This design comes from an exercise in tuning for small area, a short achievable clock period and few clock cycles per item on the open sky130 flow, not from production work. At most, simulation tests tie the RTL to the original design; equivalence was not proved.

==> nickel: inputs <==
Design modular_exponentiation_top, start of the top module:
module modular_exponentiation_top #(
  parameter int unsigned EXP_WIDTH = 64
) (
  input  wire          clk_i,
  input  wire          rst_ni,
  input  wire          s_axis_tvalid,
  output logic         s_axis_tready,
  input  wire  [127:0] s_axis_tdata,    
  output logic         m_axis_tvalid,
  input  wire          m_axis_tready,
  output logic [31:0]  m_axis_tdata,    
  input  wire          cfg_valid_i,
  output logic         cfg_ready_o,
  input  wire  [30:0]  cfg_data_i       
);
  localparam int unsigned EW = (EXP_WIDTH < modexp_pkg::FieldW) ? EXP_WIDTH : modexp_pkg::FieldW;
  logic [3:0]         st_q, st_d;
  modexp_pkg::mod_t   mod_q;
  logic [4:0]         sh_q;           
  logic [34:0]        s_q, c_q;       
  logic [31:0]        r_q, b_q;       
  logic [2:0]         dig_q;          
  logic [4:0]         k_q;            
  logic               mulb_q;         
  logic signed [6:0]  eidx_q;         
  logic               ebit_q;         
  logic               found_q;        
  logic               ezero_q;        
  logic signed [1:0]  qf_q;           
  logic               sub_q;          
  logic               ovld_q;
  logic               acc_q;
  logic [63:0]        base;
  logic [63:0]        expo;
  assign base = {1'b0, s_axis_tdata[62:0]};
  assign expo = 64'(s_axis_tdata[modexp_pkg::FieldW +: EW]);
  assign cfg_ready_o   = 1'b1;
  assign s_axis_tready = acc_q;
  assign m_axis_tvalid = ovld_q;
  assign m_axis_tdata  = {1'b0, r_q[30:0]};
  logic        red, force_q;
  logic [7:0]  t_tab, t;
  logic [7:0]  est;
  logic [31:0] y;
  logic        b_one, b_two, b_neg;
  logic [34:0] ysx, ymag, xy;
  logic [34:0] s4, c4, s1, c1, s2, c2, s3, c3;
  logic [34:0] row_l, row_h;
  logic [32:0] mag_l;
  logic        sub_l, sub_h, l_one, l_two, h_one;
  logic [34:0] sum;
  logic [31:0] r_new;
  assign red     = (st_q == modexp_pkg::StRed) || (st_q == modexp_pkg::StRedR) ||
                   (st_q == modexp_pkg::StOne);
  assign force_q = (st_q == modexp_pkg::StCor1) || (st_q == modexp_pkg::StCor2) ||
                   (st_q == modexp_pkg::StOne);
  assign est = s_q[34:27] + c_q[34:27];
  modexp_mulser u_qsel (
    .est_i (est),
    .mbin_i(mod_q[29:27]),
    .t_o   (t_tab)
  );
  always_comb begin
  ...
Settings: LEC_CHECK=0, CAP_MARGIN=20, CORE_MARGIN=2, CORE_UTILIZATION=40, SLEW_MARGIN=20; clock period 10.0 ns.
run.sh (not shown) runs the stock make flow with config.mk's settings and CLKGATE_MAP_FILE= SYNTH_SCRIPT=/design/flow/synth_recipe.tcl, a recipe that flattens the netlist after the stock synthesis.
==> inputs of pepper, as changes to nickel <==
--- a/flow/config.mk
+++ b/flow/config.mk
@@ -8,4 +8,5 @@
 export CAP_MARGIN = 20
 export CORE_MARGIN = 2
 export CORE_UTILIZATION = 40
+export SETUP_SLACK_MARGIN = 5
 export SLEW_MARGIN = 20
==> summary.txt <==
Reg area 4920 um^2; CP Buf/Inv Count 4; clock buf count 18; Final Critical Period 5010 ps; Design Area, Final 20700 um^2; outcome no timing/DRC/antenna violations
Source of the figures above: pepper

==> summary.txt <==
Final Critical Period 6560 ps; Design Area, Final 19600 um^2; clock buf count 17; Reg area 4910 um^2; outcome no timing/DRC/antenna violations
Source of the figures above: nickel

No functional check of the RTL was part of any run of this note.

========
==> inputs of 10-06 <==
Another version of the RTL of modular_exponentiation_top (not shown whole).
==> flow/config.mk <==
export PLATFORM = sky130hd
export DESIGN_NAME = modular_exponentiation_top
export DESIGN_NICKNAME = modular_exponentiation_top
export VERILOG_FILES = /design/flow/design.v
export SDC_FILE = /design/flow/constraint.sdc
export NUM_CORES = 4
export LEC_CHECK = 0
export CAP_MARGIN = 20
export CORE_MARGIN = 2
export CORE_UTILIZATION = 40
export SLEW_MARGIN = 20
==> flow/constraint.sdc <==
create_clock -name core_clock -period 10.0 [get_ports {clk_i}]
set_input_delay 2.0000 -clock core_clock [delete_from_list [all_inputs] [get_ports {clk_i}]]
set_output_delay 2.0000 -clock core_clock [all_outputs]
set_load 0.01 [all_outputs]
standard.sh (not shown) runs the stock make flow with config.mk's settings and CLKGATE_MAP_FILE= SYNTH_SCRIPT=/design/flow/synth_recipe.tcl, a recipe that flattens the netlist after the stock synthesis.
==> flow/flow/run.sh <==
#!/bin/bash
# Standard ORFS layout (the standard.sh, standard synthesis) with a larger
# setup margin for timing repair; make's output goes to make_finish.log.
set -euo pipefail
bash standard.sh SETUP_SLACK_MARGIN=6 finish > make_finish.log 2>&1
==> inputs of 12-19, as changes to 10-06 <==
--- a/flow/design.v
+++ b/flow/design.v
@@ -19,32 +19,32 @@
   localparam logic [3:0] StAcc  = 4'd13;   
   localparam logic [3:0] StZero = 4'd14;   
   localparam logic [3:0] StOne  = 4'd15;   
   typedef logic [ModW-1:0] mod_t;
 endpackage
 `default_nettype wire
 `default_nettype none
 module modexp_mulser (
-  input  wire  [8:0] est_i,
+  input  wire  [7:0] est_i,
   input  wire  [2:0] mbin_i,
   output logic [7:0] t_o
 );
-  logic signed [8:0] est;
-  logic signed [8:0] th [8];
+  logic signed [7:0] est;
+  logic signed [7:0] th [8];
   assign est = est_i;
   always_comb begin
-    th[0] = (mbin_i == 3'd0) ? -9'sd60 : (mbin_i == 3'd1) ? -9'sd67 : (mbin_i == 3'd2) ? -9'sd74 : (mbin_i == 3'd3) ? -9'sd81 : (mbin_i == 3'd4) ? -9'sd88 : (mbin_i == 3'd5) ? -9'sd95 : (mbin_i == 3'd6) ? -9'sd102 : -9'sd109;
-    th[1] = (mbin_i == 3'd0) ? -9'sd43 : (mbin_i == 3'd1) ? -9'sd48 : (mbin_i == 3'd2) ? -9'sd53 : (mbin_i == 3'd3) ? -9'sd58 : (mbin_i == 3'd4) ? -9'sd63 : (mbin_i == 3'd5) ? -9'sd68 : (mbin_i == 3'd6) ? -9'sd73 : -9'sd78;
-    th[2] = (mbin_i == 3'd0) ? -9'sd26 : (mbin_i == 3'd1) ? -9'sd29 : (mbin_i == 3'd2) ? -9'sd32 : (mbin_i == 3'd3) ? -9'sd35 : (mbin_i == 3'd4) ? -9'sd38 : (mbin_i == 3'd5) ? -9'sd41 : (mbin_i == 3'd6) ? -9'sd44 : -9'sd47;
-    th[3] = (mbin_i == 3'd0) ? -9'sd9 : (mbin_i == 3'd1) ? -9'sd10 : (mbin_i == 3'd2) ? -9'sd11 : (mbin_i == 3'd3) ? -9'sd12 : (mbin_i == 3'd4) ? -9'sd13 : (mbin_i == 3'd5) ? -9'sd14 : (mbin_i == 3'd6) ? -9'sd15 : -9'sd16;
-    th[4] = (mbin_i == 3'd0) ? 9'sd8 : (mbin_i == 3'd1) ? 9'sd9 : (mbin_i == 3'd2) ? 9'sd10 : (mbin_i == 3'd3) ? 9'sd11 : (mbin_i == 3'd4) ? 9'sd12 : (mbin_i == 3'd5) ? 9'sd13 : (mbin_i == 3'd6) ? 9'sd14 : 9'sd15;
-    th[5] = (mbin_i == 3'd0) ? 9'sd25 : (mbin_i == 3'd1) ? 9'sd28 : (mbin_i == 3'd2) ? 9'sd31 : (mbin_i == 3'd3) ? 9'sd34 : (mbin_i == 3'd4) ? 9'sd37 : (mbin_i == 3'd5) ? 9'sd40 : (mbin_i == 3'd6) ? 9'sd43 : 9'sd46;
-    th[6] = (mbin_i == 3'd0) ? 9'sd42 : (mbin_i == 3'd1) ? 9'sd47 : (mbin_i == 3'd2) ? 9'sd52 : (mbin_i == 3'd3) ? 9'sd57 : (mbin_i == 3'd4) ? 9'sd62 : (mbin_i == 3'd5) ? 9'sd67 : (mbin_i == 3'd6) ? 9'sd72 : 9'sd77;
-    th[7] = (mbin_i == 3'd0) ? 9'sd58 : (mbin_i == 3'd1) ? 9'sd66 : (mbin_i == 3'd2) ? 9'sd73 : (mbin_i == 3'd3) ? 9'sd80 : (mbin_i == 3'd4) ? 9'sd87 : (mbin_i == 3'd5) ? 9'sd94 : (mbin_i == 3'd6) ? 9'sd101 : 9'sd108;
+    th[0] = (mbin_i == 3'd0) ? -8'sd30 : (mbin_i == 3'd1) ? -8'sd34 : (mbin_i == 3'd2) ? -8'sd37 : (mbin_i == 3'd3) ? -8'sd41 : (mbin_i == 3'd4) ? -8'sd44 : (mbin_i == 3'd5) ? -8'sd48 : (mbin_i == 3'd6) ? -8'sd51 : -8'sd55;
+    th[1] = (mbin_i == 3'd0) ? -8'sd22 : (mbin_i == 3'd1) ? -8'sd24 : (mbin_i == 3'd2) ? -8'sd27 : (mbin_i == 3'd3) ? -8'sd29 : (mbin_i == 3'd4) ? -8'sd32 : (mbin_i == 3'd5) ? -8'sd34 : (mbin_i == 3'd6) ? -8'sd37 : -8'sd39;
+    th[2] = (mbin_i == 3'd0) ? -8'sd13 : (mbin_i == 3'd1) ? -8'sd15 : (mbin_i == 3'd2) ? -8'sd16 : (mbin_i == 3'd3) ? -8'sd18 : (mbin_i == 3'd4) ? -8'sd19 : (mbin_i == 3'd5) ? -8'sd21 : (mbin_i == 3'd6) ? -8'sd22 : -8'sd24;
+    th[3] = (mbin_i == 3'd0) ? -8'sd5 : (mbin_i == 3'd1) ? -8'sd5 : (mbin_i == 3'd2) ? -8'sd6 : (mbin_i == 3'd3) ? -8'sd6 : (mbin_i == 3'd4) ? -8'sd7 : (mbin_i == 3'd5) ? -8'sd7 : (mbin_i == 3'd6) ? -8'sd8 : -8'sd8;
+    th[4] = (mbin_i == 3'd0) ? 8'sd4 : (mbin_i == 3'd1) ? 8'sd4 : (mbin_i == 3'd2) ? 8'sd5 : (mbin_i == 3'd3) ? 8'sd5 : (mbin_i == 3'd4) ? 8'sd6 : (mbin_i == 3'd5) ? 8'sd6 : (mbin_i == 3'd6) ? 8'sd7 : 8'sd7;
+    th[5] = (mbin_i == 3'd0) ? 8'sd12 : (mbin_i == 3'd1) ? 8'sd14 : (mbin_i == 3'd2) ? 8'sd15 : (mbin_i == 3'd3) ? 8'sd17 : (mbin_i == 3'd4) ? 8'sd18 : (mbin_i == 3'd5) ? 8'sd20 : (mbin_i == 3'd6) ? 8'sd21 : 8'sd23;
+    th[6] = (mbin_i == 3'd0) ? 8'sd21 : (mbin_i == 3'd1) ? 8'sd23 : (mbin_i == 3'd2) ? 8'sd26 : (mbin_i == 3'd3) ? 8'sd28 : (mbin_i == 3'd4) ? 8'sd31 : (mbin_i == 3'd5) ? 8'sd33 : (mbin_i == 3'd6) ? 8'sd36 : 8'sd38;
+    th[7] = (mbin_i == 3'd0) ? 8'sd29 : (mbin_i == 3'd1) ? 8'sd33 : (mbin_i == 3'd2) ? 8'sd36 : (mbin_i == 3'd3) ? 8'sd40 : (mbin_i == 3'd4) ? 8'sd43 : (mbin_i == 3'd5) ? 8'sd47 : (mbin_i == 3'd6) ? 8'sd50 : 8'sd54;
   end
   for (genvar k = 0; k < 8; k++) begin : g_t
     assign t_o[k] = (est >= th[k]);
   end
 endmodule
 `default_nettype wire
 `default_nettype none
 module modular_exponentiation_top #(
@@ -86,35 +86,41 @@
   assign base = {1'b0, s_axis_tdata[62:0]};
   assign expo = 64'(s_axis_tdata[modexp_pkg::FieldW +: EW]);
   assign cfg_ready_o   = 1'b1;
   assign s_axis_tready = acc_q;
   assign m_axis_tvalid = ovld_q;
   assign m_axis_tdata  = {1'b0, r_q[30:0]};
   logic        red;
   logic [7:0]  t_tab, t;
-  logic [8:0]  est_q, est_d;     
+  logic [7:0]  est;
   logic [31:0] y;
   logic        b_one, b_two, b_neg;
   logic [34:0] ysx, ymag, xy;
   logic [34:0] s4, c4, s1, c1, s3, c3;
   logic [34:0] row;
   logic [32:0] mag, m3_q;         
   logic        q_1, q_2, q_3, q_4, q_p;
   logic [34:0] sum;
   logic [31:0] r_new;
-  logic       red_q, frc_q;
-  logic [7:0] tf_q;
-  assign red = red_q;
+  assign red     = (st_q == modexp_pkg::StRed) || (st_q == modexp_pkg::StRedR) ||
+                   (st_q == modexp_pkg::StOne) || (st_q == modexp_pkg::StZero);
+  assign est = s_q[34:27] + c_q[34:27];
   modexp_mulser u_qsel (
-    .est_i (est_q),
+    .est_i (est),
     .mbin_i(mbin_q),
     .t_o   (t_tab)
   );
-  assign t = frc_q ? tf_q : t_tab;
+  always_comb begin
+    if (first_q)                         t = 8'b0000_1111;
+    else if (st_q != modexp_pkg::StCor2) t = t_tab;
+    else if (qf_q == 2'sd1)              t = 8'b0001_1111;
+    else if (qf_q == -2'sd1)             t = 8'b0000_0111;
+    else                                 t = 8'b0000_1111;
+  end
   always_comb begin
     q_1 = (t[4] & !t[5]) | (t[2] & !t[3]);
     q_2 = (t[5] & !t[6]) | (t[1] & !t[2]);
     q_3 = (t[6] & !t[7]) | (t[0] & !t[1]);
     q_4 = t[7] | !t[0];
     q_p = t[4];
   end
   assign y     = mulb_q ? b_q : r_q;
@@ -128,35 +134,16 @@
   assign c4 = {(first_q ? 33'd0 : c_q[32:0]), (red ? dig_q[1:0] : 2'b00)};
   assign s1 = s4 ^ c4 ^ xy;
   assign c1 = {((s4 & c4) | (s4 & xy) | (c4 & xy)), q_p};
   assign mag = ({33{q_1}} & {2'b00, mod_q}) | ({33{q_2}} & {1'b0, mod_q, 1'b0}) |
                ({33{q_3}} & m3_q) | ({33{q_4}} & {mod_q, 2'b00});
   assign row = q_p ? ~{mag, 2'b00} : {mag, 2'b00};
   assign s3 = s1 ^ c1 ^ row;
   assign c3 = {((s1 & c1) | (s1 & row) | (c1 & row)), 1'b0};
-  always_comb begin
-    logic [8:0] ea, eb, ec, es, ecy, ep, eg, gg, pp;
-    ea  = s1[34:26];
-    eb  = c1[34:26];
-    ec  = row[34:26];
-    es  = ea ^ eb ^ ec;
-    ecy = {((ea[7:0] & eb[7:0]) | (ea[7:0] & ec[7:0]) | (eb[7:0] & ec[7:0])), 1'b0};
-    ep  = es ^ ecy;
-    eg  = es & ecy;
-    gg  = eg;
-    pp  = ep;
-    for (int d = 1; d < 9; d = d * 2) begin
-      for (int i = 8; i >= d; i--) begin
-        gg[i] = gg[i] | (pp[i] & gg[i-d]);
-        pp[i] = pp[i] & pp[i-d];
-      end
-    end
-    est_d = ep ^ {gg[7:0], 1'b0};
-  end
   assign sum   = s_q + c_q;
   assign r_new = sum[33:2];
   logic step, cpa, cpa_b;
   assign step = (st_q == modexp_pkg::StRed)  || (st_q == modexp_pkg::StRedR) ||
                 (st_q == modexp_pkg::StMul)  || (st_q == modexp_pkg::StMulR) ||
                 (st_q == modexp_pkg::StCor1) || (st_q == modexp_pkg::StCor2) ||
                 (st_q == modexp_pkg::StOne)  || (st_q == modexp_pkg::StZero);
   assign cpa   = (st_q == modexp_pkg::StCpaB) || (st_q == modexp_pkg::StCpaM) ||
@@ -205,27 +192,18 @@
     endcase
   end
   always_ff @(posedge clk_i or negedge rst_ni) begin
     if (!rst_ni) begin
       st_q   <= modexp_pkg::StIdle;
       ovld_q <= 1'b0;
       acc_q  <= 1'b0;
       first_q <= 1'b1;
-      red_q   <= 1'b0;
-      frc_q   <= 1'b1;
-      tf_q    <= 8'b0000_1111;
     end else begin
       first_q <= !step;
-      red_q   <= (st_d == modexp_pkg::StRed) || (st_d == modexp_pkg::StRedR) ||
-                 (st_d == modexp_pkg::StOne) || (st_d == modexp_pkg::StZero);
-      frc_q   <= !step || (st_d == modexp_pkg::StCor2);
-      if (step && qf_q == 2'sd1)       tf_q <= 8'b0001_1111;
-      else if (step && qf_q == -2'sd1) tf_q <= 8'b0000_0111;
-      else                             tf_q <= 8'b0000_1111;
       st_q  <= st_d;
       acc_q <= (st_d == modexp_pkg::StAcc);
       if (m_axis_tvalid && m_axis_tready) ovld_q <= 1'b0;
       if (s_axis_tvalid && s_axis_tready) ovld_q <= 1'b1;
     end
   end
   always_ff @(posedge clk_i or negedge rst_ni) begin
     if (!rst_ni) begin
@@ -249,19 +227,18 @@
     bwin = 3'b000;
     for (int j = 0; j < 31; j++) begin
       if (k_q == 5'(j + 1)) bwin = {1'b0, base[2*j+1 -: 2]};
     end
   end
   logic esel;
   assign esel = expo[eidx_q[5:0]];
   always_ff @(posedge clk_i) begin
-    s_q   <= s3;
-    c_q   <= c3;
-    est_q <= est_d;
+    s_q <= s3;
+    c_q <= c3;
     mbin_q <= mod_q[29:27];
     m3_q   <= {2'b00, mod_q} + {1'b0, mod_q, 1'b0};
     if (cpa)   r_q <= r_new;
     if (cpa_b) b_q <= r_new;
     case (st_q)
       modexp_pkg::StIdle: begin
         dig_q <= {2'b00, base[62] && (mod_q[30:1] != '0)};
         k_q   <= 5'd31;
==> flow/run.sh (new file) <==
#!/bin/bash
# synth_recipe.tcl (not shown) runs the flow's synth.tcl, then flattens the netlist and writes it again
# the make line also repeats each setting of config.mk as NAME=value (left out here)
make -C /OpenROAD-flow-scripts/flow DESIGN_CONFIG=/design/flow/config.mk WORK_HOME=/design/flow/orfs CLKGATE_MAP_FILE= SYNTH_SCRIPT=/design/flow/synth_recipe.tcl finish
- SETUP_SLACK_MARGIN: not set -> 5
removed: flow/flow/run.sh
removed: flow/standard.sh
==> summary.txt <==
quantity	10-06	12-19
Timing-limited maximum frequency	225.0 MHz	211.2 MHz
Relative area of clock buffers and inverters in the final design	0.03857	0.04259
Post-synthesis compound-gate area fraction	0.2004	0.2038
Non-filler cells in the finished layout	2845	2650
Initial DRT Pass Iterations	5	6
Share of the synthesized area in the top cell type	0.1372	0.1332
Final standard cell utilization of the core	0.4891	0.4776
Gate Count Post-Synth	2067	1935
Worst setup slack before clock tree synthesis	4721 ps	4444 ps
Synthesis-stage register bit count	246	234
Non-clock buffer total of the final layout	257	214
Headroom to the max-slew limit	0.3270	0.2913
Result of the run	no timing/DRC/antenna violations	no timing/DRC/antenna violations
Via count normalized by instance count	5.449	5.467
Testbench counts of 12-19, summed over its fixed seeds: cycles 179,520, items 192.
Function not checked in 10-06: the RTL went through the layout flow alone.

[re-timing with driven ports]
The flow's constraints put no driver on any port. The routed layouts listed below were extracted and timed again, unchanged, in two steps. Step 1 (the two cells are an assumption about what drives the block):
set clk [get_ports {clk_i}]
set_driving_cell -lib_cell sky130_fd_sc_hd__clkbuf_16 $clk
set_driving_cell -lib_cell sky130_fd_sc_hd__buf_2 [delete_from_list [all_inputs] $clk]
Step 2 also shifts input and output timing later by t, the mid clock arrival at the registers, as if the neighbouring blocks saw the same clock. Three values: ideal, step 1, step 2; two values: the first two.
run	t, ns	setup slack, ns	hold slack, ns	worst data-port slew with drivers (ns)	pins driven straight from the clock port
nickel	0.498	3.436 / 3.436 / 3.436	0.498 / 0.498 / 0.498	0.06	1
pepper	0.502	4.995 / 4.995 / 4.995	0.511 / 0.511 / 0.511	0.06	1
10-06	0.601	5.555 / 5.555 / 5.517	0.437 / 0.437 / 0.437	0.06	1
12-19	0.593	5.265 / 5.265 / 5.265	0.482 / 0.482 / 0.482	0.06	1
After both steps every run listed still meets setup and hold. The setup slack of 10-06, which loses most, moves by 0.000 ns with the drivers and by -0.038 ns with both steps.
